What follows belongs to an exercise in optimizing a design on an open flow for small area and a short achievable clock period; a production flow would make more cautious choices. At most, simulation tests tie the RTL to the original design; equivalence was not proved. No driver is modelled on the clock port, so clocking that relies on it looks cheaper here than on a real chip. No activity file was given, so power comes from the tool's default toggle rates.

## neuron_mac
module neuron_mac #(
    parameter int BITS       = 32,
    parameter int NUM_INPUTS = 3,
    parameter int W_BITS     = 16,
    parameter int B_BITS     = 32
) (
    input  logic                     clk,
    input  logic                     rst,
    input  logic                     start,
    input  logic                     in_valid,
    output logic                     in_ready,
    input  logic signed [BITS-1:0]   x_in,
    input  logic                     w_we,
    input  logic [7:0]               w_addr,
    input  logic signed [W_BITS-1:0] w_data,
    input  logic                     bias_we,
    input  logic signed [B_BITS-1:0] bias_data,
    output logic [BITS+24:0]         mult_sum_out,
    output logic [31:0]              counter,
    output logic                     out_valid
);
Size in the first run: ~190 I/O pins, roughly 22000 um2 of cells after synthesis.
==> flow/config.mk <==
export PLATFORM = sky130hd
export DESIGN_NAME = neuron_mac
export DESIGN_NICKNAME = neuron_mac
export VERILOG_FILES = /design/flow/design.v
export SDC_FILE = /design/flow/constraint.sdc
export NUM_CORES = 4
export LEC_CHECK = 0
export CAP_MARGIN = 20
export CORE_MARGIN = 2
export CORE_UTILIZATION = 45
export SLEW_MARGIN = 20
export SYNTH_HIERARCHICAL = 1
==> flow/constraint.sdc <==
create_clock -name core_clock -period 11.0 [get_ports {clk}]
set_input_delay 2.2000 -clock core_clock [delete_from_list [all_inputs] [get_ports {clk}]]
set_output_delay 2.2000 -clock core_clock [all_outputs]
set_load 0.01 [all_outputs]
standard.sh (not shown) runs the stock make flow with config.mk's settings and CLKGATE_MAP_FILE= SYNTH_SCRIPT=/design/flow/synth_recipe.tcl, a recipe that flattens the netlist after the stock synthesis.
==> flow/flow/run.sh <==
#!/bin/bash
# Own flow: the standard layout (standard.sh, with the standard synthesis unchanged), with
#  - every port still buffered by buffer_ports, with a plain buffer cell instead of the delay
#    buffer it picks by default;
#  - after CTS, flow/skew.tcl (POST_CTS_TCL hook) clocks the multiplier's launch registers from
#    buffers on the clock root, so their clock arrives earlier (skew for internal paths only).
# make's full output goes to make_finish.log; each ORFS step logs to orfs/logs/.
set -euo pipefail
MARGIN=7
TNS=10
BUFCELL=sky130_fd_sc_hd__buf_1
bash standard.sh SETUP_SLACK_MARGIN=$MARGIN TNS_END_PERCENT=$TNS \
  "BUFFER_PORTS_ARGS=-buffer_cell $BUFCELL" "POST_CTS_TCL=$PWD/flow/skew.tcl" \
  finish > make_finish.log 2>&1
Other scripts of this flow, unchanged in this note and not shown: flow/flow/skew.tcl
Change:
--- a/flow/design.v
+++ b/flow/design.v
@@ -28,21 +28,20 @@
     logic [W-1:0]  sum_q, init;
     logic [W-1:0]  acc_s;           
     logic [5:0]   acc_cb, cb_d, sum_cb;  
     logic [5:0]   ao_d, sum_ao;  
     logic [6:1]   cin;
     logic [W-1:0]  res;
     logic [W-1:0]  acc_d, tr_a, tr_b;
     logic [31:0]   x_q;
     logic [7:0]    neg_q, one_q, two_q;
     logic          act_q;
-    logic          first_q;          
     logic [15:0]   wcur;
     logic [16:0]   wx;
     logic [7:0]    neg_d, one_d, two_d;
     logic          idle, go, take;
     logic [32:0]   pp0, pp1, pp2, pp3, pp4, pp5, pp6, pp7;
     assign idle      = state_q == IDLE;
     assign go        = idle & start;
     assign take      = (state_q == ACC) & in_valid;
     assign in_ready  = state_q == ACC;
     assign out_valid = state_q == DONE;
@@ -88,21 +87,20 @@
             one_d[i] = take & (wx[2*i+1] ^ wx[2*i]);
             two_d[i] = take & ((wx[2*i+2] & ~wx[2*i+1] & ~wx[2*i]) | (~wx[2*i+2] & wx[2*i+1] & wx[2*i]));
         end
     end
     always_ff @(posedge clk) begin
         x_q   <= x_in;
         neg_q <= neg_d;
         one_q <= one_d;
         two_q <= two_d;
         act_q <= take;
-        first_q <= go;
     end
     assign pp0 = {~(((one_q[0] | two_q[0]) & x_q[31]) ^ neg_q[0]) & act_q,
                    (({32{one_q[0]}} & x_q) | ({32{two_q[0]}} & {x_q[30:0], 1'b0})) ^ {32{neg_q[0]}}};
     assign pp1 = {~(((one_q[1] | two_q[1]) & x_q[31]) ^ neg_q[1]) & act_q,
                    (({32{one_q[1]}} & x_q) | ({32{two_q[1]}} & {x_q[30:0], 1'b0})) ^ {32{neg_q[1]}}};
     assign pp2 = {~(((one_q[2] | two_q[2]) & x_q[31]) ^ neg_q[2]) & act_q,
                    (({32{one_q[2]}} & x_q) | ({32{two_q[2]}} & {x_q[30:0], 1'b0})) ^ {32{neg_q[2]}}};
     assign pp3 = {~(((one_q[3] | two_q[3]) & x_q[31]) ^ neg_q[3]) & act_q,
                    (({32{one_q[3]}} & x_q) | ({32{two_q[3]}} & {x_q[30:0], 1'b0})) ^ {32{neg_q[3]}}};
     assign pp4 = {~(((one_q[4] | two_q[4]) & x_q[31]) ^ neg_q[4]) & act_q,
@@ -636,23 +634,23 @@
     wire fs226, fc226;
     nm_fa u_fa226 (.a(hc28), .b(fs184), .c(fc183), .s(fs226), .co(fc226));
     wire fs227, fc227;
     nm_fa u_fa227 (.a(pp7[30]), .b(hs31), .c(fc184), .s(fs227), .co(fc227));
     wire fs228, fc228;
     nm_fa u_fa228 (.a(acc_s[45]), .b(pp7[31]), .c(hc31), .s(fs228), .co(fc228));
     wire hs34, hc34;
     nm_ha u_ha34 (.a(acc_s[46]), .b(pp7[32]), .s(hs34), .co(hc34));
     assign tr_a = {acc_cb[5], acc_s[47], hs34, fs228, fs227, fs226, fs225, fs224, fs223, fc221, fc220, fc219, fs219, fs218, fc216, fc215, fc214, fc213, fc212, fc211, fc210, fs210, fc208, fc207, fc206, fc205, fc204, fc203, fc202, fs202, fc200, fc199, fc198, fc197, fc196, fc195, fc194, fc193, fc192, fc191, fc190, fc189, fc188, fc187, fc186, fc185, hc33, hc32, hs32};
     assign tr_b = {acc_s[48], hc34, fc228, fc227, fc226, fc225, fc224, fc223, fc222, fs222, fs221, fs220, fc218, fc217, fs217, fs216, fs215, fs214, fs213, fs212, fs211, fc209, fs209, fs208, fs207, fs206, fs205, fs204, fs203, fc201, fs201, fs200, fs199, fs198, fs197, fs196, fs195, fs194, fs193, fs192, fs191, fs190, fs189, fs188, fs187, fs186, fs185, hs33, pp0[0]};
-    assign init = {1'b1, 1'b0, 1'b0, 1'b0, 1'b0, 1'b0, 1'b0, 1'b0, 1'b0, 1'b0, 1'b0, 1'b0, 1'b0, 1'b0, 1'b0, 1'b0, ~bias_q[31], bias_q};
+    assign init = {1'b1, 1'b0, 1'b0, 1'b0, 1'b0, 1'b0, 1'b0, 1'b0, 1'b0, 1'b0, 1'b0, 1'b0, 1'b0, 1'b0, 1'b0, 1'b0, ~bias_d[31], bias_d};
     always_ff @(posedge clk) begin
-        if (first_q) begin
+        if (go) begin
             acc_s  <= init;
             acc_cb <= '0;
         end else begin
             acc_s  <= acc_d;
             acc_cb <= cb_d;
         end
     end
     nm_add8c u_add0 (.a(tr_a[7:0]), .b(tr_b[7:0]), .s(acc_d[7:0]), .co(cb_d[0]), .ao(ao_d[0]));
     nm_add8c u_add1 (.a(tr_a[15:8]), .b(tr_b[15:8]), .s(acc_d[15:8]), .co(cb_d[1]), .ao(ao_d[1]));
     nm_add8c u_add2 (.a(tr_a[23:16]), .b(tr_b[23:16]), .s(acc_d[23:16]), .co(cb_d[2]), .ao(ao_d[2]));
After rerunning: The changed run passed the timing, DRC and antenna checks; cell area barely changes; clock skew hardly moves; synthesized area hardly moves; worst setup slack improves by 0.042 ns; wire length grows by about 3%; worst hold slack improved by 0.0088 ns; via count rose by about 2.4%; power climbs by 0.50%; sequential share of layout area barely changes; die area barely changes; maximum frequency came out higher by about 0.9%; utilization is higher by 0.15 points; flip-flop and latch count shrinks by 1; global-route usage is higher by 0.85 points.

========
neuron_mac, a different RTL version from the one above (not shown whole).
Size: roughly 1,900 cells after synthesis, ~190 I/O pins, about 22,000 um^2 of cells after synthesis.
Settings: LEC_CHECK=0, CAP_MARGIN=20, CORE_MARGIN=2, CORE_UTILIZATION=45, CTS_CLUSTER_DIAMETER=100, CTS_CLUSTER_SIZE=30, SLEW_MARGIN=20, SYNTH_HIERARCHICAL=1; clock period 11.0 ns.
Scripts as last shown in full above: flow/flow/run.sh
Other scripts of this flow, unchanged in this note and not shown: flow/flow/skew.tcl
Change:
--- a/flow/design.v
+++ b/flow/design.v
@@ -29,15 +29,14 @@
     logic [W-1:0]  acc_s;           
     logic [6:0]   acc_cb, cb_d;  
     logic [6:0]   ao_d;  
     logic [7:1]   cin;
     logic [W-1:0]  res;
     logic [7:1]   g2_d, sum_g2;
     logic [7:2]   p2_d, sum_p2;
-    logic [2:0]    sgn;             
     logic [W-1:0]  acc_d, tr_a, tr_b;
     logic [31:0]   x_q;
     logic [7:0]    neg_q, one_q, two_q;
     logic          act_q;
     logic          first_q;          
     logic [15:0]   wcur;
     logic [16:0]   wx;
@@ -751,19 +750,16 @@
     nm_x2 u_r41 (.a(sum_q[41]), .b(cin[6] & (&sum_q[40:36])), .y(res[41]));
     nm_x2 u_r42 (.a(sum_q[42]), .b(cin[7]), .y(res[42]));
     nm_x2 u_r43 (.a(sum_q[43]), .b(cin[7] & (&sum_q[42:42])), .y(res[43]));
     nm_x2 u_r44 (.a(sum_q[44]), .b(cin[7] & (&sum_q[43:42])), .y(res[44]));
     nm_x2 u_r45 (.a(sum_q[45]), .b(cin[7] & (&sum_q[44:42])), .y(res[45]));
     nm_x2 u_r46 (.a(sum_q[46]), .b(cin[7] & (&sum_q[45:42])), .y(res[46]));
     nm_x2 u_r47 (.a(sum_q[47]), .b(cin[7] & (&sum_q[46:42])), .y(res[47]));
-    nm_x2 u_r48_0 (.a(sum_q[48]), .b(cin[7] & (&sum_q[47:42])), .y(sgn[0]));
-    nm_x2 u_r48_1 (.a(sum_q[48]), .b(cin[7] & (&sum_q[47:42])), .y(sgn[1]));
-    nm_x2 u_r48_2 (.a(sum_q[48]), .b(cin[7] & (&sum_q[47:42])), .y(sgn[2]));
-    assign res[48] = sgn[0];
-    assign mult_sum_out = {{3{sgn[2]}}, {3{sgn[1]}}, {2{sgn[0]}}, res};
+    nm_x2 u_r48 (.a(sum_q[48]), .b(cin[7] & (&sum_q[47:42])), .y(res[48]));
+    assign mult_sum_out = {{(57-W){res[W-1]}}, res};
 endmodule
 module nm_fa (input logic a, input logic b, input logic c, output logic s, output logic co);
     assign s  = a ^ b ^ c;
     assign co = (a & b) | (a & c) | (b & c);
 endmodule
 module nm_x2 (input logic a, input logic b, output logic y);
     assign y = a ^ b;
Cell count fell slightly.
Area after synthesis stays flat.
Clock power came out lower by a little under a tenth.
Sequential cell count does not change.
Maximum frequency shrinks slightly.
Total power went down slightly.
For the first run of this note, only the layout was checked, not whether the RTL still works.

========
Another version of the RTL of neuron_mac (not shown whole).
Size: ~250 flip-flops, about 190 I/O pins.
// neuron_mac
module neuron_mac #(
    parameter int BITS       = 32,
    parameter int NUM_INPUTS = 3,
    parameter int W_BITS     = 16,
    parameter int B_BITS     = 32
) (
    input  logic                     clk,
    input  logic                     rst,
    input  logic                     start,
    input  logic                     in_valid,
    output logic                     in_ready,
    input  logic signed [BITS-1:0]   x_in,
    input  logic                     w_we,
    input  logic [7:0]               w_addr,
    input  logic signed [W_BITS-1:0] w_data,
    input  logic                     bias_we,
    input  logic signed [B_BITS-1:0] bias_data,
    output logic [BITS+24:0]         mult_sum_out,
    output logic [31:0]              counter,
    output logic                     out_valid
);
==> module nm_fa, before the edit <==
module nm_fa (input logic a, input logic b, input logic c, output logic s, output logic co);
    assign s  = a ^ b ^ c;
    assign co = (a & b) | (a & c) | (b & c);
endmodule
export LEC_CHECK = 0
export CAP_MARGIN = 20
export CORE_MARGIN = 2
export CORE_UTILIZATION = 45
export SLEW_MARGIN = 20
export SYNTH_HIERARCHICAL = 1
create_clock -name core_clock -period 11.0 [get_ports {clk}]
==> flow/flow/run.sh <==
#!/bin/bash
# Own flow: the standard layout (standard.sh, with the standard synthesis unchanged), with
#  - every port still buffered by buffer_ports, with a plain buffer cell instead of the delay
#    buffer it picks by default.
# make's full output goes to make_finish.log; each ORFS step logs to orfs/logs/.
set -euo pipefail
MARGIN=7
TNS=10
BUFCELL=sky130_fd_sc_hd__buf_1
bash standard.sh SETUP_SLACK_MARGIN=$MARGIN TNS_END_PERCENT=$TNS \
  "BUFFER_PORTS_ARGS=-buffer_cell $BUFCELL" finish > make_finish.log 2>&1
==> next run, changes <==
--- a/flow/design.v
+++ b/flow/design.v
@@ -731,8 +731,13 @@
     assign mult_sum_out = {{(57-W){res[W-1]}}, res};
 endmodule
 module nm_fa (input logic a, input logic b, input logic c, output logic s, output logic co);
-    assign s  = a ^ b ^ c;
-    assign co = (a & b) | (a & c) | (b & c);
+    logic t;
+    nm_x2  u_x0 (.a(a), .b(b), .y(t));
+    nm_x2  u_x1 (.a(t), .b(c), .y(s));
+    nm_maj u_m (.a(a), .b(b), .c(c), .y(co));
+endmodule
+module nm_maj (input logic a, input logic b, input logic c, output logic y);
+    assign y = (a & b) | (a & c) | (b & c);
 endmodule
 module nm_x2 (input logic a, input logic b, output logic y);
     assign y = a ^ b;
=> The changed run went through all stages and came out clean. Register-to-register slack improves by 570 ps. Worst hold slack improves by 4.8 ps. Final area climbs by about a fifth. Non-clock buffer count climbs by 90. Setup slack improves by 40 ps. Total power climbs by a little under a tenth. Routed wire length climbs by about a fifth.
No run of this note included a check of the RTL's function; only the layout flow was run.

[afterwards: timing with drivers on the ports]
How much do the figures lean on ideal ports? The routed layouts below were timed once more, with nothing changed but the port constraints. Step 1, drivers: a clkbuf_16 drives clk and a buf_2 each remaining input, both assumed. Step 2, shift: input delay + t, output delay - t, t = (earliest + latest rising clock arrival at the registers) / 2. This alone moves slack from input paths to output paths. Slacks: no drivers / after step 1 / after step 2; pairs: no drivers / after step 1.
run	t, ns	setup slack, ns	latest minus earliest clock arrival (ns)	slew at the worst register clock pin (ns)	cell pins on the clock port's net
the first run of note 1	0.550	6.348 / 6.291 / 6.545	0.314 / 0.314	0.11 / 0.11	1
the second run of note 1	0.560	6.391 / 6.334 / 6.575	0.315 / 0.315	0.10 / 0.10	1
the first run of note 2	0.535	6.597 / 6.537 / 6.427	0.261 / 0.260	0.10 / 0.10	1
the second run of note 2	0.532	6.571 / 6.513 / 6.432	0.251 / 0.251	0.11 / 0.11	1
the first run of note 3	0.644	6.171 / 6.171 / 6.171	0.031 / 0.030	0.06 / 0.06	1
the second run of note 3	0.655	6.211 / 6.155 / 6.741	0.030 / 0.031	0.07 / 0.07	1
Clock arrivals are far apart in the first run of note 1 and the second run of note 1, so t is only a midpoint there and step 2 fits no single register. For the first run of note 2, which loses most, drivers alone change the setup slack by -0.060 ns; drivers and shift together by -0.170 ns.
